Context: an optimization exercise on an open-source flow, tuned for small area, a short achievable clock period and few clock cycles. The choices shown serve that exercise and are no tape-out recipe. In this exercise RTL edits were held to simulation tests only and were not proved equivalent to the original. Power is estimated from default activity; no workload was simulated.

## run.sh

```bash
#!/bin/bash
# synth_recipe.tcl (not shown) runs the flow's synth.tcl, then flattens the netlist and writes it again
# the make line also repeats each setting of config.mk as NAME=value (left out here)
make -C /OpenROAD-flow-scripts/flow DESIGN_CONFIG=/design/flow/config.mk WORK_HOME=/design/flow/orfs CLKGATE_MAP_FILE= SYNTH_SCRIPT=/design/flow/synth_recipe.tcl finish
```

## config.mk

```make
export PLATFORM = sky130hd
export DESIGN_NAME = cpu_top
export DESIGN_NICKNAME = cpu_top
export VERILOG_FILES = /design/flow/design.v
export SDC_FILE = /design/flow/constraint.sdc
export NUM_CORES = 4
export LEC_CHECK = 0
export CAP_MARGIN = 20
export CORE_MARGIN = 2
export CORE_UTILIZATION = 40
export SETUP_SLACK_MARGIN = 5
export SLEW_MARGIN = 20
```

## constraint.sdc

```tcl
create_clock -name core_clock -period 10.0 [get_ports {clk_i}]
set_input_delay 2.0000 -clock core_clock [delete_from_list [all_inputs] [get_ports {clk_i}]]
set_output_delay 2.0000 -clock core_clock [all_outputs]
set_load 0.01 [all_outputs]
```

## design.v

```verilog
`timescale 1ns/1ps
package cpu_pkg;
    typedef logic [64-1:0]         word_t;
    typedef logic [8-1:0]         sel_t;
    typedef logic [$clog2(32)-1:0] reg_id_t;
    typedef enum logic [7-1:0] {
        OP_NOP     = 7'h00,
        OP_SET     = 7'h01,
        OP_LOAD    = 7'h02,
        OP_STORE   = 7'h03,
        OP_JUMP    = 7'h04,
        OP_TESTBIT = 7'h05,
        OP_SUB     = 7'h06,
        OP_SHIFTL  = 7'h07,
        OP_OR      = 7'h08,
        OP_AND     = 7'h09,
        OP_XOR     = 7'h0a,
        OP_ADD     = 7'h0b,
        OP_SHIFTR  = 7'h0c,
        OP_HALT    = 7'h7f
    } opcode_e;
    typedef enum logic [2-1:0] {
        FMT_RRO = 2'd0,
        FMT_RIS = 2'd1,
        FMT_I   = 2'd2
    } format_e;
    typedef enum logic [4-1:0] {
        COND_ALWAYS = 4'd0,
        COND_IF_Z   = 4'd1,
        COND_IF_NZ  = 4'd9
    } cond_e;
    typedef struct packed {
        opcode_e                    opcode;
        format_e                    format;
        cond_e                      cond;
        logic [51-1:0] body;
    } instr_t;
    typedef struct packed {
        logic  we;
        word_t adr;
        word_t dat;
    } bus_req_t;
    typedef struct packed {
        logic  err;
        word_t dat;
    } bus_rsp_t;
    typedef struct packed {
        opcode_e                    opcode;
        format_e                    format;
        logic [41-1:0]  imm;
        logic [5-1:0]  shift;
        logic [51-1:0] imm_long;
        word_t                      dst_val;
        word_t                      src_val;
    } alu_op_t;
    typedef struct packed {
        logic  we;
        logic  pc_we;
        word_t result;
        logic  flag_we;
        logic  flag;
    } alu_res_t;
endpackage
`timescale 1ns/1ps
module cpu_regfile (
    input  logic        clk_i,
    input  logic        rst_i,
    input  logic        we_i,
    input  logic [4:0]  wid_i,
    input  logic [63:0] wdat_i,
    input  logic [31:0] rsel_i,
    input  logic [63:0] pc_i,
    output logic [30:0] valid_o,
    output logic [63:0] rdat_o
);
    logic [63:0] regs [0:30];
    logic [30:0] valid;
    assign valid_o = valid;
    always_ff @(posedge clk_i) begin
        if (rst_i) begin
            valid <= '0;
        end else if (we_i && wid_i != 5'd31) begin
            valid[wid_i] <= 1'b1;
        end
    end
    always_ff @(posedge clk_i) begin
        if (we_i && wid_i != 5'd31) begin
            regs[wid_i] <= wdat_i;
        end
    end
    always_comb begin
        rdat_o = rsel_i[31] ? pc_i : '0;
        for (int i = 0; i < 31; i++) begin
            if (rsel_i[i]) begin
                rdat_o = rdat_o | regs[i];
            end
        end
    end
endmodule
`timescale 1ns/1ps
module cpu_alu (
    input  logic [63:0] op_i,
    input  logic [63:0] tmp_i,
    input  logic [40:0] imm_i,
    input  logic [5:0]  amt_i,      
    input  logic        big_i,      
    input  logic        sub_i,
    input  logic        s_mov_i,    
    input  logic        s_shl_i,    
    input  logic        s_shr_i,    
    input  logic        s_as_i,
    input  logic        s_or_i,
    input  logic        s_and_i,
    input  logic        s_xor_i,
    output logic [63:0] result_o,
    output logic        z_sub_o,
    output logic        z_tb_o
);
    logic [64:0] sum_x;
    logic [63:0] y;
    logic [63:0] y_rev;
    assign sum_x   = {op_i, 1'b1} + {{23{sub_i}}, imm_i, sub_i};
    assign z_sub_o = (op_i == {23'd0, ~imm_i});
    assign y = op_i << amt_i;
    always_comb begin
        for (int i = 0; i < 64; i++) begin
            y_rev[i] = y[63-i];
        end
    end
    assign z_tb_o = big_i | ~y[63];
    always_comb begin
        result_o = '0;
        if (s_mov_i) result_o = result_o | op_i;
        if (s_shl_i) result_o = result_o | y;
        if (s_shr_i) result_o = result_o | y_rev;
        if (s_as_i)  result_o = result_o | sum_x[64:1];
        if (s_or_i)  result_o = result_o | (op_i | tmp_i);
        if (s_and_i) result_o = result_o | (op_i & tmp_i);
        if (s_xor_i) result_o = result_o | (op_i ^ tmp_i);
    end
endmodule
`timescale 1ns/1ps
`timescale 1ns/1ps
module cpu_control (
    input  logic        clk_i,
    input  logic        rst_i,
    output logic        cyc_o,
    output logic        we_o,
    output logic [63:0] adr_o,
    input  logic        ack_i,
    input  logic        err_i,
    input  logic [63:0] dat_i,
    output logic        rf_we_o,
    output logic [4:0]  rf_wid_o,
    output logic [31:0] rf_rsel_o,
    input  logic [30:0] rf_valid_i,
    output logic [63:0] pc_o,
    input  logic [63:0] rd_i,
    output logic [63:0] dato_o,
    output logic [63:0] op_o,
    output logic [63:0] tmp_o,
    output logic [40:0] imm_o,
    output logic [5:0]  amt_o,
    output logic        big_o,
    output logic        sub_o,
    output logic        s_mov_o,
    output logic        s_shl_o,
    output logic        s_shr_o,
    output logic        s_as_o,
    output logic        s_or_o,
    output logic        s_and_o,
    output logic        s_xor_o,
    input  logic [63:0] result_i,
    input  logic        z_sub_i,
    input  logic        z_tb_i
);
    logic        cyc;
    logic        dphase;      
    logic        wr;
    logic        halted;
    logic        boot;
    logic [63:0] pc;          
    logic [63:0] maddr;       
    logic        zf;
    logic        pcw;         
    logic        pcw_v;       
    logic [63:0] bval;
    logic [4:0]  bid;
    logic        bv;
    logic        r_v;
    logic        r_step;      
    logic        r_dep;       
    logic        r_resume;    
    logic        r_hit;       
    logic        r_agu_pc;    
    logic [50:0] r_body;
    logic [4:0]  r_ra;        
    logic [4:0]  r_base;
    logic [31:0] rsel;        
    logic        r_set, r_add, r_sub, r_shl, r_shr, r_or, r_and, r_xor;
    logic        r_jump, r_load, r_store, r_tb, r_halt, r_mem, r_add31;
    logic        r_fmt_rro, r_fmt_i, r_if_z, r_if_nz;
    logic        x_v;
    logic        x_pass;
    logic        x_stl;       
    logic        x_we;        
    logic        x_sub, x_tb;
    logic [4:0]  x_d;
    logic [40:0] x_imm;       
    logic [5:0]  x_amt;
    logic        x_big;
    logic        x_mov, x_shl, x_shr, x_as, x_or, x_and, x_xor;
    logic [63:0] op;
    logic        fack, dack, berr, dack_ld;
    assign fack    = cyc & ~dphase & ack_i;
    assign dack    = cyc &  dphase & ack_i;
    assign berr    = cyc & err_i;
    assign dack_ld = dack & ~wr;
    assign cyc_o     = cyc;
    assign we_o      = wr;
    assign adr_o     = dphase ? maddr : pc;
    assign pc_o      = pc;
    assign rf_rsel_o = rsel;
    assign dato_o    = op;
    logic        r_setimm, r_rev;
    logic [63:0] rd_rev;
    assign r_setimm = r_set & ~r_fmt_rro;
    assign r_rev    = r_shr | r_tb;
    always_comb begin
        for (int i = 0; i < 64; i++) begin
            rd_rev[i] = rd_i[63-i];
        end
    end
    assign op_o     = op;
    assign tmp_o    = maddr;
    assign imm_o    = x_imm;
    assign amt_o    = x_amt;
    assign big_o    = x_big;
    assign sub_o    = x_sub;
    assign s_mov_o  = x_mov;
    assign s_shl_o  = x_shl;
    assign s_shr_o  = x_shr;
    assign s_as_o   = x_as;
    assign s_or_o   = x_or;
    assign s_and_o  = x_and;
    assign s_xor_o  = x_xor;
    logic [6:0] n_op;
    logic [1:0] n_fmt;
    logic [3:0] n_cond;
    logic [4:0] n_d, n_s, n_base, n_ra;
    logic       n_set, n_load, n_store, n_jump, n_tb, n_sub, n_shl, n_or;
    logic       n_and, n_xor, n_add, n_shr, n_halt;
    logic       n_if_z, n_if_nz, n_d31, n_mem;
    logic       n_alu1, n_alu2;
    logic       zknown, n_pass, n_fail, n_djump, n_nop, n_cont, n_dep;
    logic       n_bstale, n_hit, n_hit_st;
    logic [4:0] r_d, r_s;
    logic       r_d31, r_alu2, r_wr_d;
    assign r_d    = r_body[50:46];
    assign r_s    = r_body[45:41];
    assign r_d31  = (r_d == 5'd31);
    assign r_alu2 = r_or | r_and | r_xor;
    assign r_wr_d = r_set | r_add | r_sub | r_shl | r_shr | r_alu2;
    assign n_op   = dat_i[63:57];
    assign n_fmt  = dat_i[56:55];
    assign n_cond = dat_i[54:51];
    assign n_d    = dat_i[50:46];
    assign n_s    = dat_i[45:41];
    assign n_set   = (n_op == 7'h01);
    assign n_load  = (n_op == 7'h02);
    assign n_store = (n_op == 7'h03);
    assign n_jump  = (n_op == 7'h04);
    assign n_tb    = (n_op == 7'h05);
    assign n_sub   = (n_op == 7'h06);
    assign n_shl   = (n_op == 7'h07);
    assign n_or    = (n_op == 7'h08);
    assign n_and   = (n_op == 7'h09);
    assign n_xor   = (n_op == 7'h0a);
    assign n_add   = (n_op == 7'h0b);
    assign n_shr   = (n_op == 7'h0c);
    assign n_halt  = (n_op == 7'h7f);
    assign n_if_z  = (n_cond == 4'd1);
    assign n_if_nz = (n_cond == 4'd9);
    assign n_d31   = (n_d == 5'd31);
    assign n_mem   = n_load | n_store;
    assign n_alu1 = n_set | n_add | n_sub | n_shl | n_shr;
    assign n_alu2 = n_or | n_and | n_xor;
    assign n_nop  = ~(n_alu1 | n_alu2 | n_tb | n_mem | n_jump | n_halt);
    assign zknown  = ~(r_v & (r_sub | r_tb)) & ~(x_v & (x_sub | x_tb));
    assign n_pass  = zknown & ~(n_if_z & ~zf) & ~(n_if_nz & zf);
    assign n_fail  = zknown &  ((n_if_z & ~zf) | (n_if_nz & zf));
    assign n_djump = n_jump & (n_fmt == 2'd2) & n_pass;
    assign n_cont  = n_nop | n_fail | n_tb | n_djump | (n_alu1 & ~n_d31);
    assign n_base   = n_load ? n_s : n_d;
    assign n_bstale = (r_v & r_wr_d & ~r_d31 & (r_d == bid)) |
                      (x_v & x_we & (x_d == bid));
    assign n_hit    = (n_base == 5'd31) | (bv & (bid == n_base) & ~n_bstale);
    assign n_hit_st = n_d31 | (bv & (bid == n_d) & ~n_bstale);
    assign n_ra    = ((n_set & n_fmt == 2'd0) | n_load | n_alu2 | (n_store & n_hit)) ? n_s : n_d;
    assign n_dep   = r_v & r_wr_d & ~r_d31 & (r_d == n_ra) &
                     ~(n_nop | n_fail | n_halt | (n_set & n_fmt != 2'd0) | (n_jump & n_fmt == 2'd2));
    logic        x_write;
    logic        z_next, z_fast, pass_r, pass_x, r_zwait;
    logic        r_hold, r_go, b_load, r_xmov;
    logic [63:0] agu_a;
    logic [63:0] agu_b;
    logic [63:0] tsum;
    assign x_write = x_v & x_pass & x_we;
    assign z_next  = (x_v & x_pass & x_sub) ? z_sub_i :
                     (x_v & x_pass & x_tb)  ? z_tb_i  : zf;
    assign z_fast  = (x_v & x_pass & x_sub) ? z_sub_i : zf;
    assign pass_r  = ~(r_if_z & ~z_fast) & ~(r_if_nz & z_fast);
    assign pass_x  = ~(r_if_z & ~z_next) & ~(r_if_nz & z_next);
    assign r_zwait = x_v & x_tb & (r_if_z | r_if_nz) &
                     (r_mem | r_jump | r_add31 | r_halt | (r_alu2 & ~r_step));
    assign r_hold  = r_v & ((r_mem & ~r_hit) | r_zwait | r_dep);
    assign r_go    = r_v & ~r_hold;
    assign b_load  = r_v & r_mem & ~r_hit & ~r_dep;
    assign r_xmov  = r_set | r_sub | r_shl | r_shr | r_tb | (r_add & ~r_d31) | (r_alu2 & r_step);
    assign agu_a  = r_agu_pc ? pc : bval;
    assign agu_b  = r_mem ? {23'd0, r_body[40:0]} : {23'd0, r_body[45:5]};
    assign tsum   = agu_a + agu_b;
    assign rf_we_o  = x_write;
    assign rf_wid_o = x_d;
    logic [4:0]  ra_next;
    logic [31:0] vmask;
    always_comb begin
        vmask = {1'b1, rf_valid_i};
        if (rf_we_o) vmask[rf_wid_o] = 1'b1;
    end
    always_comb begin
        ra_next = r_ra;
        if (fack) begin
            ra_next = n_ra;
        end else if (r_v & r_alu2 & ~r_step & ~r_dep & ~r_zwait) begin
            ra_next = r_d;
        end else if (b_load & r_store) begin
            ra_next = r_s;
        end
    end
    logic        n_ra_s;
    logic [31:0] dec_s, dec_d, dec_o;
    assign n_ra_s = (n_set & n_fmt == 2'd0) | n_load | n_alu2 | (n_store & n_hit_st);
    always_comb begin
        for (int i = 0; i < 32; i++) begin
            dec_s[i] = (n_s == 5'(i));
            dec_d[i] = (n_d == 5'(i));
            dec_o[i] = (ra_next == 5'(i));
        end
    end
    always_ff @(posedge clk_i) begin
        r_ra <= ra_next;
        if (fack) begin
            rsel <= (n_ra_s ? dec_s : dec_d) & vmask;
        end else begin
            rsel <= dec_o & vmask;
        end
    end
    always_ff @(posedge clk_i) begin
        if (r_v) begin
            op <= r_setimm ? {23'd0, r_body[45:5]} : r_rev ? rd_rev : rd_i;
        end else if (dack_ld) begin
            op <= dat_i;
        end
    end
    always_ff @(posedge clk_i) begin
        if (x_v & x_stl) begin
            maddr <= result_i;
        end else if (r_v & ~(r_alu2 & r_step)) begin
            maddr <= r_alu2 ? rd_i : tsum;
        end
    end
    always_ff @(posedge clk_i) begin
        if (b_load) begin
            bval <= rd_i;
            bid  <= r_base;
        end
    end
    always_ff @(posedge clk_i) begin
        if (r_v | dack_ld) begin
            x_d      <= r_d;
            x_imm    <= r_body[45:5] ^ {41{r_v & r_sub}};
            x_amt    <= (r_set & ~r_fmt_rro) ? {1'b0, r_body[4:0]} : r_body[10:5];
            x_big    <= ~(r_set & ~r_fmt_rro) & (|r_body[45:11]);
            x_sub    <= r_v & r_sub;
            x_tb     <= r_v & r_tb;
            x_we     <= ~r_v | (r_wr_d & ~r_d31);
            x_mov    <= ~r_v | (r_set & r_fmt_rro);
            x_shl    <= r_v & (r_setimm | (r_shl & ~(|r_body[45:11])));
            x_shr    <= r_v & r_shr & ~(|r_body[45:11]);
            x_as     <= r_v & (r_add | r_sub);
            x_or     <= r_v & r_or;
            x_and    <= r_v & r_and;
            x_xor    <= r_v & r_xor;
        end
    end
    always_ff @(posedge clk_i) begin
        if (fack) begin
            r_body    <= dat_i[50:0];
            r_base    <= n_base;
            r_agu_pc  <= ~n_mem | (n_base == 5'd31);
            r_set     <= n_set;
            r_add     <= n_add;
            r_sub     <= n_sub;
            r_shl     <= n_shl;
            r_shr     <= n_shr;
            r_or      <= n_or;
            r_and     <= n_and;
            r_xor     <= n_xor;
            r_jump    <= n_jump;
            r_load    <= n_load;
            r_store   <= n_store;
            r_mem     <= n_mem;
            r_add31   <= n_add & n_d31;
            r_tb      <= n_tb;
            r_halt    <= n_halt;
            r_fmt_rro <= (n_fmt == 2'd0);
            r_fmt_i   <= (n_fmt == 2'd2);
            r_if_z    <= n_if_z;
            r_if_nz   <= n_if_nz;
        end
    end
    always_ff @(posedge clk_i) begin
        if (rst_i) begin
            pc <= 64'h800000000000;
        end else if (fack) begin
            pc <= n_djump ? {13'd0, dat_i[50:0]} : pc + 64'd8;
        end else if (dack_ld & r_d31) begin
            pc <= dat_i;
        end else if (pcw & pcw_v) begin
            pc <= maddr;
        end else if (r_go & (r_jump | r_add31) & pass_r) begin
            pc <= r_add31 ? tsum : r_fmt_i ? {13'd0, r_body} : rd_i;
        end
    end
    always_ff @(posedge clk_i) begin
        if (rst_i) begin
            cyc      <= 1'b0;
            dphase   <= 1'b0;
            wr       <= 1'b0;
            halted   <= 1'b0;
            boot     <= 1'b1;
            zf       <= 1'b0;
            pcw      <= 1'b0;
            pcw_v    <= 1'b0;
            r_v      <= 1'b0;
            r_step   <= 1'b0;
            r_dep    <= 1'b0;
            r_resume <= 1'b0;
            r_hit    <= 1'b0;
            x_v      <= 1'b0;
            x_pass   <= 1'b0;
            x_stl    <= 1'b0;
            bv       <= 1'b0;
        end else begin
            boot <= 1'b0;
            if (boot) begin
                cyc <= 1'b1;
            end
            zf <= z_next;
            if (rf_we_o && rf_wid_o == bid) begin
                bv <= 1'b0;
            end
            if (b_load) begin
                bv    <= 1'b1;
                r_hit <= 1'b1;
            end
            pcw <= 1'b0;
            if (pcw) begin
                cyc <= 1'b1;
            end
            x_v <= 1'b0;
            if (x_v & x_stl) begin
                pcw   <= 1'b1;
                pcw_v <= x_pass;
            end
            r_resume <= 1'b0;
            if (r_resume) begin
                cyc <= 1'b1;
            end
            r_dep <= 1'b0;
            if (r_go) begin
                r_v <= 1'b0;
                if (r_alu2 & ~r_step) begin
                    if (pass_r) begin
                        r_v    <= 1'b1;
                        r_step <= 1'b1;
                        if (~r_d31) cyc <= 1'b1;
                    end else begin
                        cyc <= 1'b1;
                    end
                end else if (r_mem) begin
                    cyc <= 1'b1;
                    if (pass_r) begin
                        dphase <= 1'b1;
                        wr     <= r_store;
                    end
                end else if (r_jump | r_add31) begin
                    cyc <= 1'b1;
                end else if (r_halt) begin
                    if (pass_r) begin
                        halted <= 1'b1;
                    end else begin
                        cyc <= 1'b1;
                    end
                end else if (r_xmov) begin
                    x_v    <= 1'b1;
                    x_pass <= pass_x;
                    x_stl  <= r_wr_d & r_d31;
                end
            end
            if (dack) begin
                dphase <= 1'b0;
                wr     <= 1'b0;
                if (~wr & ~r_d31) begin
                    x_v    <= 1'b1;
                    x_pass <= 1'b1;
                    x_stl  <= 1'b0;
                end
            end
            if (fack) begin
                r_v      <= ~(n_nop | n_fail | n_djump);
                r_step   <= 1'b0;
                r_dep    <= n_dep;
                r_hit    <= n_hit;
                cyc      <= n_cont & ~n_dep;
                r_resume <= n_cont & n_dep;
            end
            if (berr) begin
                cyc    <= 1'b0;
                dphase <= 1'b0;
                wr     <= 1'b0;
                halted <= 1'b1;
                r_v    <= 1'b0;
                x_v    <= 1'b0;
            end
        end
    end
endmodule
`timescale 1ns/1ps
module cpu_top (
    input  logic  clk_i,
    input  logic  rst_i,
    output logic  cyc_o,
    output logic  stb_o,
    output logic  we_o,
    output cpu_pkg::sel_t  sel_o,
    output cpu_pkg::word_t adr_o,
    output cpu_pkg::word_t dat_o,
    input  logic  ack_i,
    input  logic  err_i,
    input  cpu_pkg::word_t dat_i
);
    logic        rf_we;
    logic [4:0]  rf_wid;
    logic [31:0] rf_rsel;
    logic [30:0] rf_valid;
    logic [63:0] pc;
    logic [63:0] rd;
    logic [63:0] op;
    logic [63:0] tmp;
    logic [40:0] imm;
    logic [5:0]  amt;
    logic        big, sub;
    logic        s_mov, s_shl, s_shr, s_as, s_or, s_and, s_xor;
    logic [63:0] result;
    logic        z_sub, z_tb;
    assign sel_o = 8'hff;
    assign stb_o = cyc_o;
    logic [63:0] dato;
    assign dat_o = dato;
    cpu_control u_control (
        .clk_i      (clk_i),
        .rst_i      (rst_i),
        .cyc_o      (cyc_o),
        .we_o       (we_o),
        .adr_o      (adr_o),
        .ack_i      (ack_i),
        .err_i      (err_i),
        .dat_i      (dat_i),
        .rf_we_o    (rf_we),
        .rf_wid_o   (rf_wid),
        .rf_rsel_o  (rf_rsel),
        .rf_valid_i (rf_valid),
        .pc_o       (pc),
        .rd_i       (rd),
        .dato_o     (dato),
        .op_o       (op),
        .tmp_o      (tmp),
        .imm_o      (imm),
        .amt_o      (amt),
        .big_o      (big),
        .sub_o      (sub),
        .s_mov_o    (s_mov),
        .s_shl_o    (s_shl),
        .s_shr_o    (s_shr),
        .s_as_o     (s_as),
        .s_or_o     (s_or),
        .s_and_o    (s_and),
        .s_xor_o    (s_xor),
        .result_i   (result),
        .z_sub_i    (z_sub),
        .z_tb_i     (z_tb)
    );
    cpu_regfile u_regfile (
        .clk_i   (clk_i),
        .rst_i   (rst_i),
        .we_i    (rf_we),
        .wid_i   (rf_wid),
        .wdat_i  (result),
        .rsel_i  (rf_rsel),
        .pc_i    (pc),
        .valid_o (rf_valid),
        .rdat_o  (rd)
    );
    cpu_alu u_alu (
        .op_i     (op),
        .tmp_i    (tmp),
        .imm_i    (imm),
        .amt_i    (amt),
        .big_i    (big),
        .sub_i    (sub),
        .s_mov_i  (s_mov),
        .s_shl_i  (s_shl),
        .s_shr_i  (s_shr),
        .s_as_i   (s_as),
        .s_or_i   (s_or),
        .s_and_i  (s_and),
        .s_xor_i  (s_xor),
        .result_o (result),
        .z_sub_o  (z_sub),
        .z_tb_o   (z_tb)
    );
endmodule
```

==> results.rst, run 1 <==
.. list-table::
   :header-rows: 1

   * - Metric
     - Value
   * - Run status
     - timing/DRC/antenna clean
   * - Proportion of synthesized chip area in sequential cells
     - 64.9%
   * - Total via count after detailed routing
     - 87.3k
   * - Buffers on Ports
     - 198
   * - Sinks on the clock net
     - 2467
   * - Horizontal die dimension
     - 533 um
   * - Vias in the first global route
     - 80.2k
   * - Core box area
     - 279000 um2
   * - Initial core utilization
     - 40.1%
   * - Total routing usage reported by global routing
     - 38.1%
   * - Largest area contributor in the synthesized netlist
     - sky130_fd_sc_hd__edfxtp_1
   * - Wire length per cell after detailed routing
     - 44.2 um
   * - Vias per cell
     - 6.93
   * - Slew headroom
     - 6.75%
   * - Hold path depth
     - 0
   * - Synth unique cells
     - 93
   * - TritonCTS clock tree
     - done
   * - Clock network fraction of total power
     - 41.1%
   * - Power density over cell area
     - 184 nW/um2
   * - Actual transition at the worst max-transition pin
     - 1.36 ns
   * - Max-cap viol count
     - 0
   * - Hold Path Class
     - flop to flop
   * - Overall die height
     - 533 um
   * - Share of flip-flops with an asynchronous set or reset
     - 0%
   * - Minimum clock period
     - 5.16 ns
   * - Initial DRC count
     - 15.7k
   * - Peak supply drop
     - 0.162 mV
   * - Mean Syn Cell Area
     - 13.2 um2
   * - Most used flip-flop cell after synthesis
     - sky130_fd_sc_hd__edfxtp_1
   * - Internal Power
     - 17.7 mW
   * - Number of warnings reported in the yosys synthesis log
     - 3
   * - Number of H-tree levels
     - 4
   * - Share of total power in combinational logic
     - 9.7%
   * - CP Launch Point
     - u_control.op[18]
   * - Part of the power in registers
     - 49.2%
   * - Largest fanout of any net on the critical path
     - 33
   * - Most instantiated library cell after synthesis
     - sky130_fd_sc_hd__edfxtp_1
   * - Count of state elements after synthesis
     - 2467
   * - Number of buffers on the longest clock path
     - 4
   * - Min-delay src
     - u_control.r_base[4]
   * - Post-Syn Instances
     - 8474
   * - Num ports
     - 207
   * - Maximum number of pins on one net before global-route repair
     - 77
   * - Filler Cells Inserted
     - 24.6k
   * - Switching Share
     - 25.2%
   * - Final clock period utilization by the worst path
     - 51.6%
   * - Initial antenna violation count
     - 56
   * - Number of nets with antenna violations after detailed routing
     - 0
   * - Total negative slack
     - 0 ns
   * - Global-route wire length before repair
     - 736000 um
   * - Yosys top cell area share
     - 62.2%
   * - Weighted congestion at the end of routability-driven global placement
     - 1.07
   * - Final critical-path setup slack
     - 4.84 ns
   * - Sum of routed wire length over all layers
     - 557000 um
   * - Net switching power figure
     - 5.96 mW
   * - Die ar.
     - 284000 um2
   * - Worst reg2reg startpoint
     - u_control.op[18]
   * - Pre-antenna DRT Iters
     - 8
   * - Leading post-synthesis cells by cell area
     - sky130_fd_sc_hd__edfxtp_1 62%, sky130_fd_sc_hd__a22oi_1 5.6%, sky130_fd_sc_hd__ha_1 2.6%
   * - Arrival time of the worst setup path
     - 5.89 ns
   * - Fraction of final layout cells with drive strength greater than 1
     - 13.7%
   * - TritonCTS Buffers
     - 249
   * - Area of all sequential standard cells
     - 72700 um2
   * - Worst clock skew
     - 0.117 ns
   * - Class of the most critical setup path
     - flop to flop
   * - # rows
     - 194
   * - Static leakage
     - 42.5 nW
   * - Netlist Area Pre-Place
     - 112000 um2
   * - Data required time at the worst endpoint
     - 10.73 ns
   * - Clock network latency to the later pin of the worst-skew pair
     - 0.95 ns
   * - Maximum clock frequency
     - 194 MHz
   * - Footprint of the multi-input gates
     - 37000 um2
   * - Worst-case setup slack after placement
     - 3.69 ns
   * - Type of destination of the critical path
     - flop
   * - EDFF count, synth
     - 2319
   * - Remaining global-route overflow
     - 0
   * - Fin. Hold Viols
     - 0
   * - Worst-path clk slew
     - 0.07 ns
   * - Max-slew violations
     - 0
   * - Setup repair after global routing missed its margin
     - yes
   * - Count of cells along the worst register-to-register path
     - 10
   * - P&R area growth vs syn
     - 15.0%
   * - HPWL after detailed placement
     - 364000 um
   * - Final core area utilization
     - 46.1%
   * - Top cells by instance count after synthesis
     - 2319 x sky130_fd_sc_hd__edfxtp_1, 830 x sky130_fd_sc_hd__a22oi_1, 501 x sky130_fd_sc_hd__nand2_1, 482 x sky130_fd_sc_hd__clkbuf_1, 460 x sky130_fd_sc_hd__nor2_1
   * - Hold slack final
     - 0.422 ns
   * - CTS root buffer
     - sky130_fd_sc_hd__clkbuf_16
   * - DRC viols
     - 0
   * - Final nets
     - 8958
   * - Count of endpoints failing setup in the final report
     - 0
   * - Startpoint types
     - flop
flip-flops by register name, indices dropped and copies added, names as in the netlist, 5 cells and up:
signal            flops
u_control.op         64
u_control.bid         5
u_control.r_base      5
u_control.bval       64
u_control.r_body     51
u_control.x_d         5
u_regfile.regs     1984
u_control.maddr      64
u_control.rsel       32
u_control.r_ra        5
u_control.pc         64
u_control.x_amt       6
u_regfile.valid      31
u_control.x_imm      41
cell usage in the layout, fill, tap and decap left out, types with 32 or more instances in the layout:
cell type / count
sky130_fd_sc_hd__a31oi_1: 47
sky130_fd_sc_hd__dfxtp_4: 34
sky130_fd_sc_hd__bufinv_16: 39
sky130_fd_sc_hd__a211oi_1: 76
sky130_fd_sc_hd__xnor2_1: 139
sky130_fd_sc_hd__dfxtp_1: 113
sky130_fd_sc_hd__clkdlybuf4s50_1: 189
sky130_fd_sc_hd__a21oi_1: 344
sky130_fd_sc_hd__clkinv_1: 42
sky130_fd_sc_hd__or4_1: 63
sky130_fd_sc_hd__nor2_1: 424
sky130_fd_sc_hd__mux2i_1: 147
sky130_fd_sc_hd__o21ai_0: 316
sky130_fd_sc_hd__nand2_1: 495
sky130_fd_sc_hd__edfxtp_1: 2319
sky130_fd_sc_hd__a22oi_1: 829
sky130_fd_sc_hd__clkbuf_1: 34
sky130_fd_sc_hd__a21o_1: 62
sky130_fd_sc_hd__a221o_1: 32
sky130_fd_sc_hd__ha_1: 236
sky130_fd_sc_hd__buf_4: 341
sky130_fd_sc_hd__mux4_2: 59
sky130_fd_sc_hd__mux2_2: 181
sky130_fd_sc_hd__nand3_1: 219
sky130_fd_sc_hd__xor2_1: 81
sky130_fd_sc_hd__a221oi_1: 183
sky130_fd_sc_hd__nand4_1: 176
sky130_fd_sc_hd__nor2_4: 33
sky130_fd_sc_hd__clkinv_2: 50
sky130_fd_sc_hd__a22o_1: 128
sky130_fd_sc_hd__clkbuf_16: 251
sky130_fd_sc_hd__o22ai_1: 46
sky130_fd_sc_hd__o211ai_1: 87
sky130_fd_sc_hd__inv_1: 218
sky130_fd_sc_hd__o21a_1: 45
sky130_fd_sc_hd__nor3_1: 140
routing by layer:
metal  vias up  share of wire [%]  track usage (%)  wire length, um
li1      33897                  -                -                -
met1     44565                 36             48.8           201000
met2      7273                 43             57.2           241000
met3      1575                 13             9.87            69700
met4        10                8.2             24.7            45600
met5         -              0.010                0               58
what timing repair did:
action / CTS / global route
hold buffers: 0 / 0
pin swaps: 7 / 3
buffers inserted: 15 / 8
gates cloned: 3 / 0
setup endpoints to repair: 635 / 501
gates resized for setup: 60 / 38
layout make-up:
class,count,share of cell area [%]
sequential,2467,56.5
multi-input combinational,5140,28.7
clock buffer,285,4.98
timing repair buffer,569,3.96
tap,3724,3.62
clock inverter,168,1.48
inverter,224,0.655
antenna,30,0.0583
path summary, 6_finish.rpt:
check | to | slack [ns]
max | u_control.maddr[42] | 4.84
min | u_control.bid[4] | 0.42
max reg2reg | u_control.maddr[42] | 4.84
min reg2reg | u_control.bid[4] | 0.42
per-stage QoR:
| stage | total power, mW | cells | cell area (um2) |
|---|---|---|---|
| floorplan | 12.9 | 8481 | 112000 |
| global placement | 14.0 | 12094 | 119000 |
| detailed placement | 14.0 | 12096 | 120000 |
| CTS | 23.5 | 12567 | 128000 |
| global route | 24.1 | 12586 | 129000 |
| finish | 23.7 | 12607 | 129000 |
logic make-up (layout without fill, tap and decap cells):
kind of cell             count (synthesis)  after routing  share of synthesized area (%)
AO/OA/AOI/OAI                         2474           2477                           15.6
flip-flops                            2467           2467                           64.9
AND/OR/NAND/NOR                       1797           1797                           7.69
buffers and inverters                  877           1246                           3.02
multiplexers                           395            395                           4.39
adder cells (fa/ha/maj)                239            239                           2.68
XOR/XNOR                               224            224                           1.75
other                                    1             38                        0.00335
power by group through the flow:
stage | logic, mW | registers [mW] | clock network [mW]
detailed placement | 2.13 | 11.9 | 0
floorplan | 1.11 | 11.8 | 0
global route | 2.33 | 11.6 | 10.1
global placement | 2.12 | 11.8 | 0
finish | 2.28 | 11.6 | 9.72
CTS | 2.18 | 11.6 | 9.73
worst max-delay path: stages (launching register included):
cell,delay (ns)
sky130_fd_sc_hd__edfxtp_1,0.77
sky130_fd_sc_hd__ha_1,0.40
sky130_fd_sc_hd__nand2_1,0.41
sky130_fd_sc_hd__o21ai_0,0.14
sky130_fd_sc_hd__a21oi_1,0.74
sky130_fd_sc_hd__o31ai_1,0.20
sky130_fd_sc_hd__nor3_1,0.50
sky130_fd_sc_hd__o21ai_0,0.29
sky130_fd_sc_hd__a2111oi_0,0.47
sky130_fd_sc_hd__a311o_2,0.84
sky130_fd_sc_hd__o21a_1,0.23
Testbench counts, summed over its fixed seeds: cycles 26,646.
==> inputs of run 2 (changes only) <==
--- a/design.v
+++ b/design.v
@@ -249,4 +249,5 @@
     logic [3:0] n_cond;
     logic [4:0] n_d, n_s, n_base, n_ra;
+    logic       n_ra_s;
     logic       n_set, n_load, n_store, n_jump, n_tb, n_sub, n_shl, n_or;
     logic       n_and, n_xor, n_add, n_shr, n_halt;
@@ -254,5 +255,5 @@
     logic       n_alu1, n_alu2;
     logic       zknown, n_pass, n_fail, n_djump, n_nop, n_cont, n_dep;
-    logic       n_bstale, n_hit, n_hit_st;
+    logic       n_bstale, n_hit;
     logic [4:0] r_d, r_s;
     logic       r_d31, r_alu2, r_wr_d;
@@ -296,7 +297,8 @@
                       (x_v & x_we & (x_d == bid));
     assign n_hit    = (n_base == 5'd31) | (bv & (bid == n_base) & ~n_bstale);
-    assign n_hit_st = n_d31 | (bv & (bid == n_d) & ~n_bstale);
-    assign n_ra    = ((n_set & n_fmt == 2'd0) | n_load | n_alu2 | (n_store & n_hit)) ? n_s : n_d;
-    assign n_dep   = r_v & r_wr_d & ~r_d31 & (r_d == n_ra) &
+    assign n_ra_s  = (n_set & n_fmt == 2'd0) | n_mem | n_alu2;
+    assign n_ra    = n_ra_s ? n_s : n_d;
+    assign n_dep   = r_v & r_wr_d & ~r_d31 &
+                     (n_ra_s ? (r_d == n_s) : (r_d == n_d)) &
                      ~(n_nop | n_fail | n_halt | (n_set & n_fmt != 2'd0) | (n_jump & n_fmt == 2'd2));
     logic        x_write;
@@ -316,5 +318,5 @@
     assign r_hold  = r_v & ((r_mem & ~r_hit) | r_zwait | r_dep);
     assign r_go    = r_v & ~r_hold;
-    assign b_load  = r_v & r_mem & ~r_hit & ~r_dep;
+    assign b_load  = r_v & r_mem & ~r_hit & ~r_dep & (r_ra == r_base);
     assign r_xmov  = r_set | r_sub | r_shl | r_shr | r_tb | (r_add & ~r_d31) | (r_alu2 & r_step);
     assign agu_a  = r_agu_pc ? pc : bval;
@@ -335,11 +337,9 @@
         end else if (r_v & r_alu2 & ~r_step & ~r_dep & ~r_zwait) begin
             ra_next = r_d;
-        end else if (b_load & r_store) begin
-            ra_next = r_s;
+        end else if (r_v & r_store & ~r_hit) begin
+            ra_next = b_load ? r_s : r_d;
         end
     end
-    logic        n_ra_s;
     logic [31:0] dec_s, dec_d, dec_o;
-    assign n_ra_s = (n_set & n_fmt == 2'd0) | n_load | n_alu2 | (n_store & n_hit_st);
     always_comb begin
         for (int i = 0; i < 32; i++) begin
--- a/config.mk
+++ b/config.mk
@@ -9,4 +9,6 @@
 export CORE_MARGIN = 2
 export CORE_UTILIZATION = 40
+export CTS_CLUSTER_DIAMETER = 80
+export CTS_CLUSTER_SIZE = 28
 export SETUP_SLACK_MARGIN = 5
 export SLEW_MARGIN = 20
==> run 2 against run 1 <==
- still clean on timing, DRC and antenna
- clock skew fell by 0.022 ns
- synthesized area increased by 0.44%
- clock-buffer cell count is 161 lower
- clock power down 38%
- worst setup slack better by 0.14 ns
- global-route usage down 1.8 points
- sequential cell count did not move
- sequential share of layout area up 2.0 points
- fmax grew 2.8%
- power decreased by 16%
- die area is 0.44% higher
- critical path type is now input pin to flop
- largest cell class unchanged
==> results.rst, run 2 <==
.. list-table::
   :header-rows: 1

   * - Metric
     - Value
   * - Run status
     - timing/DRC/antenna clean
   * - Post-CTS Hold Buffers
     - 0
   * - Initial DRC count
     - 15.2k
   * - Worst clock skew
     - 0.0957 ns
   * - Setup repair after global routing missed its margin
     - yes
   * - Peak supply drop
     - 0.160 mV
   * - Top routing layer in use
     - met5
   * - TritonCTS clock tree
     - done
   * - Register-to-register setup slack
     - 5.03 ns
   * - Type of destination of the critical path
     - flop
   * - Hold path depth
     - 2
   * - Yosys top cell area share
     - 61.9%
   * - Arrival time of the worst setup path
     - 5.70 ns
   * - Vias in the first global route
     - 79.0k
   * - Largest register FFs
     - 1984
   * - Largest fanout of any net on the critical path
     - 24
   * - HPWL after detailed placement
     - 357000 um
   * - Number of buffers on the longest clock path
     - 3
   * - Actual transition at the worst max-transition pin
     - 1.26 ns
   * - Most frequent standard cell in the layout excluding fill and tap cells
     - sky130_fd_sc_hd__edfxtp_1
   * - Maximum clock frequency
     - 199 MHz
   * - Core box area
     - 279000 um2
   * - Max-slew violations
     - 0
   * - Footprint of the multi-input gates
     - 37100 um2
   * - Most repeated library cell on the critical path
     - sky130_fd_sc_hd__or3_4
   * - Mean Syn Cell Area
     - 13.2 um2
   * - Routed metal-1 wire length
     - 193000 um
   * - Max-cap viol count
     - 0
   * - Hold Path Class
     - flop to flop
   * - Hold Path Sink
     - u_regfile.valid[18]
   * - Share of total power in combinational logic
     - 10.7%
   * - P&R area growth vs syn
     - 10.5%
   * - Met3 WL
     - 65700 um
   * - Switching Share
     - 26.8%
   * - Startpoint types
     - input pin
   * - Final nets
     - 8856
   * - Initial core utilization
     - 40.2%
   * - Horizontal die dimension
     - 534 um
   * - Global-route wire length before repair
     - 708000 um
   * - Top cells by instance count after synthesis
     - 2319 x sky130_fd_sc_hd__edfxtp_1, 833 x sky130_fd_sc_hd__a22oi_1, 516 x sky130_fd_sc_hd__nand2_1, 484 x sky130_fd_sc_hd__nor2_1, 419 x sky130_fd_sc_hd__clkbuf_1
   * - Static leakage
     - 40.4 nW
   * - Num ports
     - 207
   * - Count of endpoints failing setup in the final report
     - 0
   * - Leading post-synthesis cells by cell area
     - sky130_fd_sc_hd__edfxtp_1 62%, sky130_fd_sc_hd__a22oi_1 5.6%, sky130_fd_sc_hd__ha_1 2.6%
   * - Clock network latency to the later pin of the worst-skew pair
     - 0.89 ns
   * - Synth unique cells
     - 115
   * - Clock network fraction of total power
     - 30.5%
   * - Minimum clock period
     - 5.02 ns
   * - Cell chain of the critical path
     - clkdlybuf4s50_1 -> or3_4 -> or3_4 -> nor3_2 -> or4b_1 -> buf_4 -> nand2_4 -> o22ai_1 -> a2111oi_0 -> a211oi_1
   * - Proportion of synthesized chip area in sequential cells
     - 64.6%
   * - Slew headroom
     - 16.3%
   * - Number of warnings reported in the yosys synthesis log
     - 3
   * - Class of the most critical setup path
     - input pin to flop
   * - Most used flip-flop cell after synthesis
     - sky130_fd_sc_hd__edfxtp_1
   * - Sinks on the clock net
     - 2467
   * - Buffers on Ports
     - 198
   * - Total negative slack
     - 0 ns
   * - Detailed route wirelength on metal2
     - 234000 um
   * - Most frequent cells in the layout
     - 2319 x sky130_fd_sc_hd__edfxtp_1, 833 x sky130_fd_sc_hd__a22oi_1, 507 x sky130_fd_sc_hd__nand2_1
   * - Register containing the most flip-flops in the final layout
     - u_regfile.regs
   * - Final critical-path setup slack
     - 4.98 ns
   * - Part of the power in registers
     - 58.8%
   * - Die ar.
     - 285000 um2
   * - Data required time at the worst endpoint
     - 10.69 ns
   * - Number of H-tree levels
     - 3
   * - TritonCTS Buffers
     - 121
   * - Final clock period utilization by the worst path
     - 50.2%
   * - EDFF count, synth
     - 2319
   * - Maximum number of pins on one net before global-route repair
     - 81
   * - Total routing usage reported by global routing
     - 36.2%
   * - Critical R2R Capture
     - u_control.pc[56]
   * - DRC viols
     - 0
   * - Slowest CP cell
     - sky130_fd_sc_hd__clkdlybuf4s50_1
   * - Instance count after placement with tap cells included
     - 12.1k
   * - Worst-case setup slack after placement
     - 3.78 ns
   * - Fin. Hold Viols
     - 0
   * - Weighted congestion at the end of routability-driven global placement
     - 1.09
   * - Number of nets with antenna violations after detailed routing
     - 0
   * - Vias per cell
     - 6.96
   * - Count of state elements after synthesis
     - 2467
   * - Total via count after detailed routing
     - 86.0k
   * - Most instantiated library cell after synthesis
     - sky130_fd_sc_hd__edfxtp_1
   * - Wire length per cell after detailed routing
     - 43.2 um
   * - Internal Power
     - 14.5 mW
   * - Largest area contributor in the synthesized netlist
     - sky130_fd_sc_hd__edfxtp_1
   * - Remaining global-route overflow
     - 0
   * - Fraction of final layout cells with drive strength greater than 1
     - 11.3%
   * - # rows
     - 194
   * - Power density over cell area
     - 159 nW/um2
   * - Count of cells along the worst register-to-register path
     - 15
   * - Worst reg2reg startpoint
     - u_control.pc[0]
   * - Pre-antenna DRT Iters
     - 8
   * - Overall die height
     - 534 um
   * - Initial antenna violation count
     - 54
   * - Share of flip-flops with an asynchronous set or reset
     - 0%
   * - CTS root buffer
     - sky130_fd_sc_hd__clkbuf_16
   * - Min-delay src
     - u_regfile.valid[18]
   * - Sum of routed wire length over all layers
     - 534000 um
   * - Netlist Area Pre-Place
     - 112000 um2
   * - Worst-path clk slew
     - 0.10 ns
   * - Filler Cells Inserted
     - 25.0k
   * - Post-Syn Instances
     - 8513
   * - Net switching power figure
     - 5.31 mW
   * - Slowest stage delay, CP
     - 0.67 ns
   * - Area of all sequential standard cells
     - 72700 um2
   * - Final Instance Count excl. Fillers
     - 12.4k
run 2: changes by cell type after synthesis, moves of 15 or more:
cell | before | now
sky130_fd_sc_hd__a31oi_1 | 49 | 33
sky130_fd_sc_hd__buf_2 | 28 | 60
sky130_fd_sc_hd__clkbuf_1 | 482 | 419
sky130_fd_sc_hd__nand2_1 | 501 | 516
sky130_fd_sc_hd__nor2_1 | 460 | 484
sky130_fd_sc_hd__o21ai_0 | 354 | 333
run 2: worst max path at each step:
| stage | startpoint | endpoint | slack, ns | cells after the start |
|---|---|---|---|---|
| global route | u_control.r_mem | u_control.pc[40] | 4.95 | 15 |
| detailed placement | dat_i[62] | u_control.pc[52] | 3.78 | 10 |
| global placement | dat_i[62] | u_control.pc[52] | 3.85 | 10 |
| finish | dat_i[62] | u_control.pc[52] | 4.98 | 10 |
| CTS | dat_i[62] | u_control.pc[41] | 5.00 | 12 |
| floorplan | u_control.r_agu_pc | u_control.pc[42] | 5.04 | 18 |
run 2: logic make-up after synthesis:
family / synth area share, %
adders and majority gates: 2.67
muxes: 4.42
xor gates and xnor gates: 1.74
other: 0.00334
AOI/OAI and AO/OA: 15.5
and+or+nand+nor: 7.95
DFF: 64.6
buffers and inverters: 3.11
run 2: critical path, delay by kind of cell:
kind,cells,cell delay [ns]
buf+inv,2,0.94
compound gates,3,0.78
simple gates,5,1.94
run 2: power by group through the flow:
stage	Clock, mW	Sequential [mW]	Combinational [mW]
final	6.04	11.6	2.12
after global routing	6.36	11.6	2.18
after CTS	6.06	11.6	2.02
after detailed placement	0	11.9	2.00
after global placement	0	11.9	1.99
after floorplan	0	11.8	1.08
run 2: final cells by class:
type | instances | share of cell area, %
Timing Repair Buffer | 550 | 3.91
Clock inverter | 58 | 0.750
Multi-Input combinational cell | 5178 | 29.8
Sequential cell | 2467 | 58.5
Clock buffer | 124 | 2.46
Antenna cell | 31 | 0.0624
Tap cell | 3724 | 3.75
Inverter | 231 | 0.702
run 2: stage by stage:
stage                     util [%]  hold WS (ns)  instance area (um2)  total power, mW
after floorplan                  -         0.424               112000             12.9
after global placement        42.8         0.432               120000             13.8
after detailed placement      42.9         0.443               120000             13.9
after CTS                     44.4         0.469               124000             19.7
after global routing          44.5         0.487               124000             20.2
final                         44.5         0.467               124000             19.8
run 2: per-layer routing:
layer | global-route usage, % | vias to the layer above
met5 | 0 | -
met4 | 23.1 | 24
met3 | 8.11 | 1393
met2 | 55.2 | 7070
met1 | 46.8 | 43930
li1 | - | 33579
run 2: repair_timing:
| action | 4_1_cts | 5_1_grt |
|---|---|---|
| buffers inserted | 8 | 1 |
| gates cloned | 0 | 1 |
| resized for setup | 44 | 26 |
| endpoints found under the hold margin | 0 | 0 |
| endpoints found under the setup margin | 636 | 146 |
| pin swaps | 1 | 1 |
Testbench counts of run 2, summed over its fixed seeds: cycles 26,659.
==> inputs of run 3 (changes only) <==
==> flow/run.sh (new file) <==
#!/bin/bash
set -euo pipefail
bash standard.sh SETUP_SLACK_MARGIN=5.4 "BUFFER_PORTS_ARGS=-buffer_cell sky130_fd_sc_hd__buf_4" finish > standard_flow.log 2>&1
==> standard.sh (new file) <==
#!/bin/bash
# synth_recipe.tcl (not shown) runs the flow's synth.tcl, then flattens the netlist and writes it again
# the make line also repeats each setting of config.mk as NAME=value (left out here)
make -C /OpenROAD-flow-scripts/flow DESIGN_CONFIG=/design/flow/config.mk WORK_HOME=/design/flow/orfs CLKGATE_MAP_FILE= SYNTH_SCRIPT=/design/flow/synth_recipe.tcl "${@:-finish}"
removed: run.sh
==> run 3 against run 2 <==
- sequential power about the same
- register-to-register slack better by 0.17 ns
- sequential share of layout area down 0.55 points
- utilization grew 0.43 points
- largest cell class unchanged
==> results.rst, run 3 <==
.. list-table::
   :header-rows: 1

   * - Metric
     - Value
   * - Mux cell area share after synthesis
     - 4.42%
   * - Leading post-synthesis cells by cell area
     - sky130_fd_sc_hd__edfxtp_1 62%, sky130_fd_sc_hd__a22oi_1 5.6%, sky130_fd_sc_hd__ha_1 2.6%
   * - TritonCTS clock tree
     - done
   * - Max-slew violations
     - 0
   * - Remaining global-route overflow
     - 0
   * - TritonCTS Buffers
     - 137
   * - Register-to-register setup slack
     - 5.20 ns
   * - Cell chain of the critical path
     - buf_4 -> buf_4 -> a22oi_1 -> nand4_1 -> or4_1 -> nor2_1 -> o21ai_0 -> o21ai_0 -> a21oi_1
   * - DRC viols
     - 0
   * - Data required time at the worst endpoint
     - 10.59 ns
   * - Synth unique cells
     - 115
   * - Main combinational cell family by area after synthesis
     - compound AO/OA/AOI/OAI gates
   * - Yosys top cell area share
     - 61.9%
   * - Setup repair after global routing missed its margin
     - yes
   * - Wire length per cell after detailed routing
     - 45.0 um
   * - Xor-xnor portion of the synthesized cell area
     - 1.74%
   * - Final clock period utilization by the worst path
     - 48.0%
   * - Weighted congestion at the end of routability-driven global placement
     - 1.04
   * - Maximum number of pins on one net before global-route repair
     - 72
   * - Final core area utilization
     - 44.9%
   * - Part of the power in registers
     - 56.8%
   * - Vias in the first global route
     - 79.1k
   * - Most frequent standard cell in the layout excluding fill and tap cells
     - sky130_fd_sc_hd__edfxtp_1
   * - Compound-Gate Fraction of Synth Area
     - 15.5%
   * - Net switching power figure
     - 5.58 mW
   * - Clock network fraction of total power
     - 32.2%
   * - EDFF count, synth
     - 2319
   * - Largest area contributor in the synthesized netlist
     - sky130_fd_sc_hd__edfxtp_1
   * - Fin. Hold Viols
     - 0
   * - Global-route wire length before repair
     - 734000 um
   * - Hold Path Class
     - flop to flop
   * - Clock network latency to the later pin of the worst-skew pair
     - 0.90 ns
   * - Final nets
     - 8957
   * - Routed metal-1 wire length
     - 205000 um
   * - Hold slack final
     - 0.464 ns
   * - Total negative slack
     - 0 ns
   * - Post-Syn Instances
     - 8513
   * - Pre-antenna DRT Iters
     - 7
   * - Slowest CP cell
     - sky130_fd_sc_hd__or4_1
   * - Share of flip-flops with an asynchronous set or reset
     - 0%
   * - Met3 WL
     - 65900 um
   * - Proportion of synthesized chip area in sequential cells
     - 64.6%
   * - Total via count after detailed routing
     - 86.4k
   * - Total routing usage reported by global routing
     - 38.1%
   * - Switching Share
     - 27.2%
   * - Num ports
     - 207
   * - Netlist Area Pre-Place
     - 112000 um2
   * - Worst clock skew
     - 0.0643 ns
   * - Most used flip-flop cell after synthesis
     - sky130_fd_sc_hd__edfxtp_1
   * - Post-synthesis adder-cell area fraction
     - 2.67%
   * - Largest register FFs
     - 1984
   * - Sum of routed wire length over all layers
     - 562000 um
   * - Startpoint types
     - flop
   * - Count of state elements after synthesis
     - 2467
   * - Top cells by instance count after synthesis
     - 2319 x sky130_fd_sc_hd__edfxtp_1, 833 x sky130_fd_sc_hd__a22oi_1, 516 x sky130_fd_sc_hd__nand2_1, 484 x sky130_fd_sc_hd__nor2_1, 419 x sky130_fd_sc_hd__clkbuf_1
   * - # rows
     - 194
   * - Arrival time of the worst setup path
     - 5.40 ns
   * - Largest fanout of any net on the critical path
     - 36
   * - Class of the most critical setup path
     - flop to flop
   * - Post-CTS Hold Buffers
     - 0
   * - Die ar.
     - 285000 um2
   * - Slowest stage delay, CP
     - 0.87 ns
   * - Actual transition at the worst max-transition pin
     - 1.27 ns
   * - Detailed route wirelength on metal2
     - 244000 um
   * - Sinks on the clock net
     - 2467
   * - Overall die height
     - 534 um
   * - Initial antenna violation count
     - 50
   * - Run status
     - timing/DRC/antenna clean
   * - Placement Cell Area
     - 120000 um2
   * - Max-cap viol count
     - 0
   * - Number of warnings reported in the yosys synthesis log
     - 3
   * - Static leakage
     - 41.5 nW
   * - Final Cell Area
     - 125000 um2
   * - Worst-path clk slew
     - 0.09 ns
   * - Number of H-tree levels
     - 4
   * - Fraction of final layout cells with drive strength greater than 1
     - 15.2%
   * - Power density over cell area
     - 163 nW/um2
   * - Number of nets with antenna violations after detailed routing
     - 0
   * - Initial core utilization
     - 40.2%
   * - Peak supply drop
     - 0.167 mV
   * - Slew headroom
     - 15.6%
   * - CTS root buffer
     - sky130_fd_sc_hd__clkbuf_16
   * - Top routing layer in use
     - met5
   * - Initial DRC count
     - 14.9k
   * - Count of endpoints failing setup in the final report
     - 0
   * - Core box area
     - 279000 um2
   * - HPWL after detailed placement
     - 374000 um
   * - Maximum clock frequency
     - 208 MHz
   * - Mean Syn Cell Area
     - 13.2 um2
   * - Type of destination of the critical path
     - flop
   * - Share of total power in combinational logic
     - 11.0%
   * - Minimum clock period
     - 4.80 ns
   * - Most instantiated library cell after synthesis
     - sky130_fd_sc_hd__edfxtp_1
   * - Buffers on Ports
     - 198
   * - Synthesized-area fraction occupied by and/or/nand/nor cells
     - 7.95%
   * - Horizontal die dimension
     - 534 um
   * - Vias per cell
     - 6.93
   * - Internal Power
     - 14.9 mW
   * - Register containing the most flip-flops in the final layout
     - u_regfile.regs
   * - Number of buffers on the longest clock path
     - 3
   * - Most frequent cells in the layout
     - 2319 x sky130_fd_sc_hd__edfxtp_1, 832 x sky130_fd_sc_hd__a22oi_1, 593 x sky130_fd_sc_hd__buf_4
   * - P&R area growth vs syn
     - 11.6%
-- run 3: cell counts after synthesis --
No cell type changed its count.
-- run 3: kinds of logic (layout without fill, tap and decap cells) --
logic type / after synthesis / in the layout
other cells: 1 / 30
flops: 2467 / 2467
simple gates: 1864 / 1866
mux: 392 / 392
xor+xnor: 223 / 223
fa+ha+maj: 239 / 239
compound gates: 2451 / 2452
buf+inv: 876 / 1078
-- run 3: metal layers --
layer	GRT usage, %	up-vias
met5	0	-
met4	26.0	14
met3	7.84	1368
met2	57.1	6961
met1	49.8	44283
li1	-	33804
-- run 3: worst paths after layout --
path | to | depth (start not counted) | from
worst min-delay path | u_regfile.valid[18] | 2 | u_regfile.valid[18]
worst min register to register | u_regfile.valid[18] | 2 | u_regfile.valid[18]
worst max-delay path | u_control.op[11] | 9 | u_control.rsel[9]
worst max register to register | u_control.op[11] | 9 | u_control.rsel[9]
-- run 3: power by group through the flow --
stage          Sequential, mW  Clock (mW)  Combinational (mW)
3_3_place_gp             11.8           0                2.08
2_1_floorplan            11.8           0                1.08
6_report                 11.6        6.60                2.25
5_1_grt                  11.6        6.94                2.30
4_1_cts                  11.6        6.61                2.13
3_5_place_dp             11.9           0                2.09
-- run 3: stage by stage --
stage          worst slack (ns)  cells  total power, mW
6_report                   5.20  12471             20.5
5_1_grt                    5.35  12452             20.9
4_1_cts                    5.33  12427             20.3
3_5_place_dp               3.81  12185             13.9
3_3_place_gp               3.99  12185             13.9
2_1_floorplan              5.42   8520             12.9
-- run 3: cell type report --
type                    count  area, um2
multi-input cells        5180      37400
well taps                3724       4660
flip-flops and latches   2467      72700
diodes                     22       55.1
fillers                 24983     154000
clock inverters            66       1020
repair buffers            633       5180
clock buffers             148       3520
inverters                 231        870
-- run 3: worst max-delay path: cells and delay by family, from the launching register on --
family	cells	cell delay (ns)
buf+inv	2	1.31
compound gates	4	1.20
simple gates	3	1.13
flops	1	0.72
-- run 3: what timing repair did --
action                      CTS  global route
pin swaps                    12             9
setup buffers                27            13
cloned                        1             5
gates resized for setup      85            58
setup endpoints to repair  1281           539
==> inputs of run 4 (changes only) <==
==> flow/run.sh (replaced) <==
#!/bin/bash
set -euo pipefail
bash standard.sh SETUP_SLACK_MARGIN=5.8 "BUFFER_PORTS_ARGS=-buffer_cell sky130_fd_sc_hd__buf_4" finish > standard_flow.log 2>&1
==> run 4 against run 3 <==
- wire length grew 0.26%
- critical path type unchanged
- register-to-register slack gained 0.30 ns
- still clean
- sequential power hardly changed
- largest cell class unchanged
==> results.rst, run 4 <==
.. list-table::
   :header-rows: 1

   * - Metric
     - Value
   * - Run status
     - timing/DRC/antenna clean
   * - Final clock period utilization by the worst path
     - 45.0%
   * - # rows
     - 194
   * - Number of warnings reported in the yosys synthesis log
     - 3
   * - P&R area growth vs syn
     - 14.9%
   * - Vias per cell
     - 7.01
   * - Post-Syn Instances
     - 8513
   * - TritonCTS clock tree
     - done
   * - Maximum clock frequency
     - 222 MHz
   * - Worst-case setup slack after placement
     - 3.99 ns
   * - Overall die height
     - 534 um
   * - HPWL after detailed placement
     - 359000 um
   * - Hold path depth
     - 2
   * - Total via count after detailed routing
     - 88.3k
   * - Global-route wire length before repair
     - 736000 um
   * - Hold Path Sink
     - u_regfile.valid[22]
   * - Num ports
     - 207
   * - Type of destination of the critical path
     - flop
   * - Initial core utilization
     - 40.2%
   * - Initial DRC count
     - 15.7k
   * - Detailed route wirelength on metal2
     - 241000 um
   * - Largest register FFs
     - 1984
   * - Worst-path clk slew
     - 0.11 ns
   * - Count of state elements after synthesis
     - 2467
   * - Hold slack final
     - 0.465 ns
   * - Initial antenna violation count
     - 53
   * - Pre-antenna DRT Iters
     - 6
   * - TritonCTS Buffers
     - 142
   * - Worst clock skew
     - 0.112 ns
   * - Maximum number of pins on one net before global-route repair
     - 71
   * - Most used flip-flop cell after synthesis
     - sky130_fd_sc_hd__edfxtp_1
   * - Largest fanout of any net on the critical path
     - 6
   * - Post-synthesis adder-cell area fraction
     - 2.67%
   * - Most instantiated library cell after synthesis
     - sky130_fd_sc_hd__edfxtp_1
   * - Total negative slack
     - 0 ns
   * - Hold Path Class
     - flop to flop
   * - Placement Cell Area
     - 119000 um2
   * - Startpoint types
     - flop
   * - Mean Syn Cell Area
     - 13.2 um2
   * - Netlist Area Pre-Place
     - 112000 um2
   * - Wire length per cell after detailed routing
     - 44.7 um
   * - Slew headroom
     - 17.2%
   * - Compound-Gate Fraction of Synth Area
     - 15.5%
   * - Synth unique cells
     - 115
   * - Register containing the most flip-flops in the final layout
     - u_regfile.regs
   * - Top routing layer in use
     - met5
   * - Number of buffers on the longest clock path
     - 4
   * - Power density over cell area
     - 160 nW/um2
   * - Actual transition at the worst max-transition pin
     - 1.24 ns
   * - Main combinational cell family by area after synthesis
     - compound AO/OA/AOI/OAI gates
   * - Routed metal-1 wire length
     - 200000 um
   * - Core box area
     - 279000 um2
   * - Max-slew violations
     - 0
   * - Final Cell Area
     - 129000 um2
   * - Largest area contributor in the synthesized netlist
     - sky130_fd_sc_hd__edfxtp_1
   * - Synthesized-area fraction occupied by and/or/nand/nor cells
     - 7.95%
   * - Top delay family on crit path
     - simple AND/OR/NAND/NOR gates
   * - Leading post-synthesis cells by cell area
     - sky130_fd_sc_hd__edfxtp_1 62%, sky130_fd_sc_hd__a22oi_1 5.6%, sky130_fd_sc_hd__ha_1 2.6%
   * - Remaining global-route overflow
     - 0
   * - Worst reg2reg startpoint
     - u_control.pc[4]
   * - Met3 WL
     - 71000 um
   * - CTS root buffer
     - sky130_fd_sc_hd__clkbuf_16
   * - Fraction of final layout cells with drive strength greater than 1
     - 18.4%
   * - Cell chain of the critical path
     - buf_4 -> ha_1 -> nand3_1 -> nor4_4 -> inv_1 -> nor2_4 -> and4bb_2 -> nand2_1 -> xor2_1 -> nor3_1 -> a311oi_2 -> buf_4 -> a21oi_1
   * - Final Instance Count excl. Fillers
     - 12.6k
   * - Critical R2R Capture
     - u_control.pc[59]
   * - Xor-xnor portion of the synthesized cell area
     - 1.74%
   * - Most frequent standard cell in the layout excluding fill and tap cells
     - sky130_fd_sc_hd__edfxtp_1
   * - Instance count after placement with tap cells included
     - 12.1k
   * - Most repeated library cell on the critical path
     - sky130_fd_sc_hd__buf_4
   * - Yosys top cell area share
     - 61.9%
   * - Worst path buffer plus inverter count
     - 3
   * - Top cells by instance count after synthesis
     - 2319 x sky130_fd_sc_hd__edfxtp_1, 833 x sky130_fd_sc_hd__a22oi_1, 516 x sky130_fd_sc_hd__nand2_1, 484 x sky130_fd_sc_hd__nor2_1, 419 x sky130_fd_sc_hd__clkbuf_1
   * - Max-cap viol count
     - 0
   * - Class of the most critical setup path
     - flop to flop
   * - Sinks on the clock net
     - 2467
   * - CP Launch Point
     - u_control.pc[4]
   * - Horizontal die dimension
     - 534 um
   * - Final nets
     - 9056
   * - Number of H-tree levels
     - 4
   * - Arrival time of the worst setup path
     - 5.27 ns
   * - Peak supply drop
     - 0.146 mV
   * - Mux cell area share after synthesis
     - 4.42%
   * - Count of cells along the worst register-to-register path
     - 13
   * - Fin. Hold Viols
     - 0
   * - Min-delay src
     - u_regfile.valid[22]
   * - Proportion of synthesized chip area in sequential cells
     - 64.6%
   * - Minimum clock period
     - 4.50 ns
   * - Register-to-register setup slack
     - 5.50 ns
   * - EDFF count, synth
     - 2319
   * - Static leakage
     - 42.7 nW
   * - Final critical-path setup slack
     - 5.50 ns
   * - Die ar.
     - 285000 um2
   * - Number of nets with antenna violations after detailed routing
     - 0
   * - Most frequent cells in the layout
     - 2319 x sky130_fd_sc_hd__edfxtp_1, 825 x sky130_fd_sc_hd__a22oi_1, 537 x sky130_fd_sc_hd__buf_4
   * - Slowest CP cell
     - sky130_fd_sc_hd__nor4_4
   * - Post-CTS Hold Buffers
     - 0
   * - Weighted congestion at the end of routability-driven global placement
     - 1.06
   * - DRC viols
     - 0
   * - Data required time at the worst endpoint
     - 10.76 ns
   * - Vias in the first global route
     - 80.7k
   * - Setup repair after global routing missed its margin
     - yes
   * - Share of flip-flops with an asynchronous set or reset
     - 0%
   * - Sum of routed wire length over all layers
     - 563000 um
   * - Slowest stage delay, CP
     - 0.62 ns
   * - Clock network latency to the later pin of the worst-skew pair
     - 0.93 ns
   * - Buffers on Ports
     - 198
   * - Count of endpoints failing setup in the final report
     - 0
   * - Total routing usage reported by global routing
     - 38.0%
[run 4: stage by stage]
stage               power (mW)  utilization, %
CTS                       20.5            45.5
finish                    20.7            46.2
global route              21.1            46.2
global placement          13.9            42.7
detailed placement        13.9            42.7
floorplan                 12.9               -
[run 4: tightest hold or removal path: cells and delay by family (launching register included)]
kind | cells | cell delay (ns)
AND/OR/NAND/NOR | 1 | 0.07
AO/OA/AOI/OAI | 1 | 0.04
flip-flops | 1 | 0.32
[run 4: repair_timing]
action                                  4_1_cts  5_1_grt
setup buffers                               105       60
pin swaps                                    45       73
cloned                                       21       12
endpoints found under the setup margin     2835     1037
resized for setup                           382      232
[run 4: logic make-up after synthesis]
kind of cell,Yosys count
flip-flops,2467
multiplexers,392
other,1
AND/OR/NAND/NOR,1864
buffers and inverters,876
AO/OA/AOI/OAI,2451
XOR/XNOR,223
adder cells (fa/ha/maj),239
[run 4: report_power, final]
group | switching (mW) | leakage, nW | total (mW) | internal (mW)
clock network | 3.70 | 2.23 | 6.69 | 2.99
logic | 1.67 | 18.7 | 2.41 | 0.746
registers | 0.176 | 21.8 | 11.6 | 11.4
total | 5.54 | 42.7 | 20.7 | 15.2
[run 4: final cells by class]
cell class              count  area (um2)
repair buffers            719        6890
clock buffers             156        3700
clock inverters            59         938
fillers                 24660      150000
inverters                 231         875
diodes                     41         103
flip-flops and latches   2467       72700
well taps                3724        4660
multi-input cells        5188       39200
[run 4: per-layer routing]
layer	up-vias	GRT usage, %
met5	-	0
met4	14	27.3
met3	1593	8.77
met2	7654	56.4
met1	44977	48.9
li1	34042	-
[run 4: worst max-delay path by stage]
stage | to | slack (ns) | cells after the start
after detailed placement | u_control.maddr[60] | 3.99 | 14
after CTS | adr_o[44] | 5.62 | 5
after global routing | u_control.pc[46] | 5.56 | 16
after global placement | u_control.pc[59] | 3.99 | 10
after floorplan | u_regfile.regs[13][0] | 5.58 | 6
final | u_control.pc[59] | 5.50 | 13
==> inputs of run 5 (changes only) <==
--- a/config.mk
+++ b/config.mk
@@ -11,4 +11,5 @@
 export CTS_CLUSTER_DIAMETER = 80
 export CTS_CLUSTER_SIZE = 28
+export PLACE_DENSITY = 0.75
 export SETUP_SLACK_MARGIN = 5
 export SLEW_MARGIN = 20
==> run 5 against run 4 <==
- worst setup slack improved by 0.082 ns
- critical endpoint is now u_control.pc[60]
- clock power decreased by 12%
- fmax increased by 1.8%
- die area unchanged
- utilization decreased by 0.095 points
- critical path depth increased by 4
- global-route usage decreased by 0.31 points
- register-to-register slack improved by 0.08 ns
- clock skew decreased by 0.023 ns
- critical path type unchanged
- synthesized cell count unchanged
- non-clock buffer count increased by 45
==> results.rst, run 5 <==
.. list-table::
   :header-rows: 1

   * - Metric
     - Value
   * - Largest register FFs
     - 1984
   * - Largest fanout of any net on the critical path
     - 7
   * - Post-Syn Instances
     - 8513
   * - Final clock period utilization by the worst path
     - 44.2%
   * - Run status
     - timing/DRC/antenna clean
   * - Minimum clock period
     - 4.42 ns
   * - Final nets
     - 9081
   * - Most frequent cells in the layout
     - 2319 x sky130_fd_sc_hd__edfxtp_1, 823 x sky130_fd_sc_hd__a22oi_1, 588 x sky130_fd_sc_hd__buf_4
   * - Clock network latency to the later pin of the worst-skew pair
     - 0.90 ns
   * - TritonCTS clock tree
     - done
   * - Global-route wire length before repair
     - 732000 um
   * - Number of nets with antenna violations after detailed routing
     - 0
   * - DRC viols
     - 0
   * - Yosys top cell area share
     - 61.9%
   * - Final core area utilization
     - 46.1%
   * - Vias in the first global route
     - 81.6k
   * - Initial antenna violation count
     - 67
   * - Count of state elements after synthesis
     - 2467
   * - Max-cap viol count
     - 0
   * - Number of H-tree levels
     - 3
   * - Leading post-synthesis cells by cell area
     - sky130_fd_sc_hd__edfxtp_1 62%, sky130_fd_sc_hd__a22oi_1 5.6%, sky130_fd_sc_hd__ha_1 2.6%
   * - Total negative slack
     - 0 ns
   * - Proportion of synthesized chip area in sequential cells
     - 64.6%
[run 5: through the flow]
step / power, mW / worst slack, ns / std cells / hold WS (ns)
2_1_floorplan: 12.9 / 5.58 / 8520 / 0.424
3_3_place_gp: 13.9 / 4.00 / 12130 / 0.434
3_5_place_dp: 13.9 / 4.00 / 12133 / 0.441
4_1_cts: 19.7 / 5.63 / 12455 / 0.464
5_1_grt: 20.3 / 5.48 / 12556 / 0.480
6_report: 20.0 / 5.58 / 12596 / 0.461
[run 5: worst paths after layout]
path / start / to / slack [ns] / depth (start not counted)
setup / recovery: u_control.r_mem / u_control.pc[60] / 5.58 / 17
hold / removal: u_regfile.valid[1] / u_regfile.valid[1] / 0.46 / 2
setup reg to reg: u_control.r_mem / u_control.pc[60] / 5.58 / 17
hold reg to reg: u_regfile.valid[1] / u_regfile.valid[1] / 0.46 / 2
[run 5: repair_timing]
| item | CTS | global route |
|---|---|---|
| gates resized for setup | 423 | 202 |
| hold endpoints to repair | 0 | 0 |
| setup endpoints to repair | 2358 | 1012 |
| gates cloned | 19 | 12 |
| pin swaps | 68 | 52 |
| buffers inserted | 135 | 76 |
[run 5: final cells by class]
class | instances | area, um2 | share of cell area, %
diodes | 51 | 128 | 0.0990
clock buffers | 127 | 3080 | 2.39
clock inverters | 41 | 728 | 0.565
inverters | 231 | 875 | 0.679
multi-input cells | 5191 | 39500 | 30.6
flip-flops and latches | 2467 | 72700 | 56.4
well taps | 3724 | 4660 | 3.62
repair buffers | 764 | 7210 | 5.59
[run 5: cell families after synthesis]
family | count (synthesis) | share of synthesized area (%)
flip-flops | 2467 | 64.6
AO/OA/AOI/OAI | 2451 | 15.5
AND/OR/NAND/NOR | 1864 | 7.95
buffers and inverters | 876 | 3.11
multiplexers | 392 | 4.42
adder cells (fa/ha/maj) | 239 | 2.67
XOR/XNOR | 223 | 1.74
other | 1 | 0.00334
[run 5: critical path, stage by stage (launching register included)]
cell                        delay [ns]
sky130_fd_sc_hd__edfxtp_1         0.46
sky130_fd_sc_hd__buf_6            0.15
sky130_fd_sc_hd__buf_6            0.11
sky130_fd_sc_hd__buf_12           0.15
sky130_fd_sc_hd__bufbuf_16        0.30
sky130_fd_sc_hd__mux2_4           0.34
sky130_fd_sc_hd__ha_4             0.30
sky130_fd_sc_hd__nand4_1          0.20
sky130_fd_sc_hd__nor3_2           0.21
sky130_fd_sc_hd__o21ai_1          0.11
sky130_fd_sc_hd__and3_4           0.20
sky130_fd_sc_hd__a211o_4          0.38
sky130_fd_sc_hd__buf_4            0.17
sky130_fd_sc_hd__nor3_2           0.26
sky130_fd_sc_hd__nand2_1          0.14
sky130_fd_sc_hd__xnor2_2          0.17
sky130_fd_sc_hd__a211o_2          0.46
sky130_fd_sc_hd__a211oi_1         0.21
[run 5: per-layer routing]
| layer | global-route usage [%] | wire length, um | vias up |
|---|---|---|---|
| li1 | - | - | 34062 |
| met4 | 31.0 | 56900 | 16 |
| met1 | 45.5 | 183000 | 44460 |
| met3 | 11.8 | 84400 | 2215 |
| met2 | 55.2 | 237000 | 9212 |
| met5 | 0 | 121 | - |
[run 5: where the power goes]
part	leakage, nW	internal, mW	switching, mW
registers	21.8	11.4	0.176
logic	19.0	0.758	1.73
clock network	1.84	2.37	3.54

Re-timed with assumed drivers on the ports (clkbuf_16 on the clock, buf_2 on other inputs), run 5 has 5.488 ns of setup slack against 5.578 ns with ideal ports, and 4.772 ns once port delays also move by the mid clock arrival of 0.959 ns.
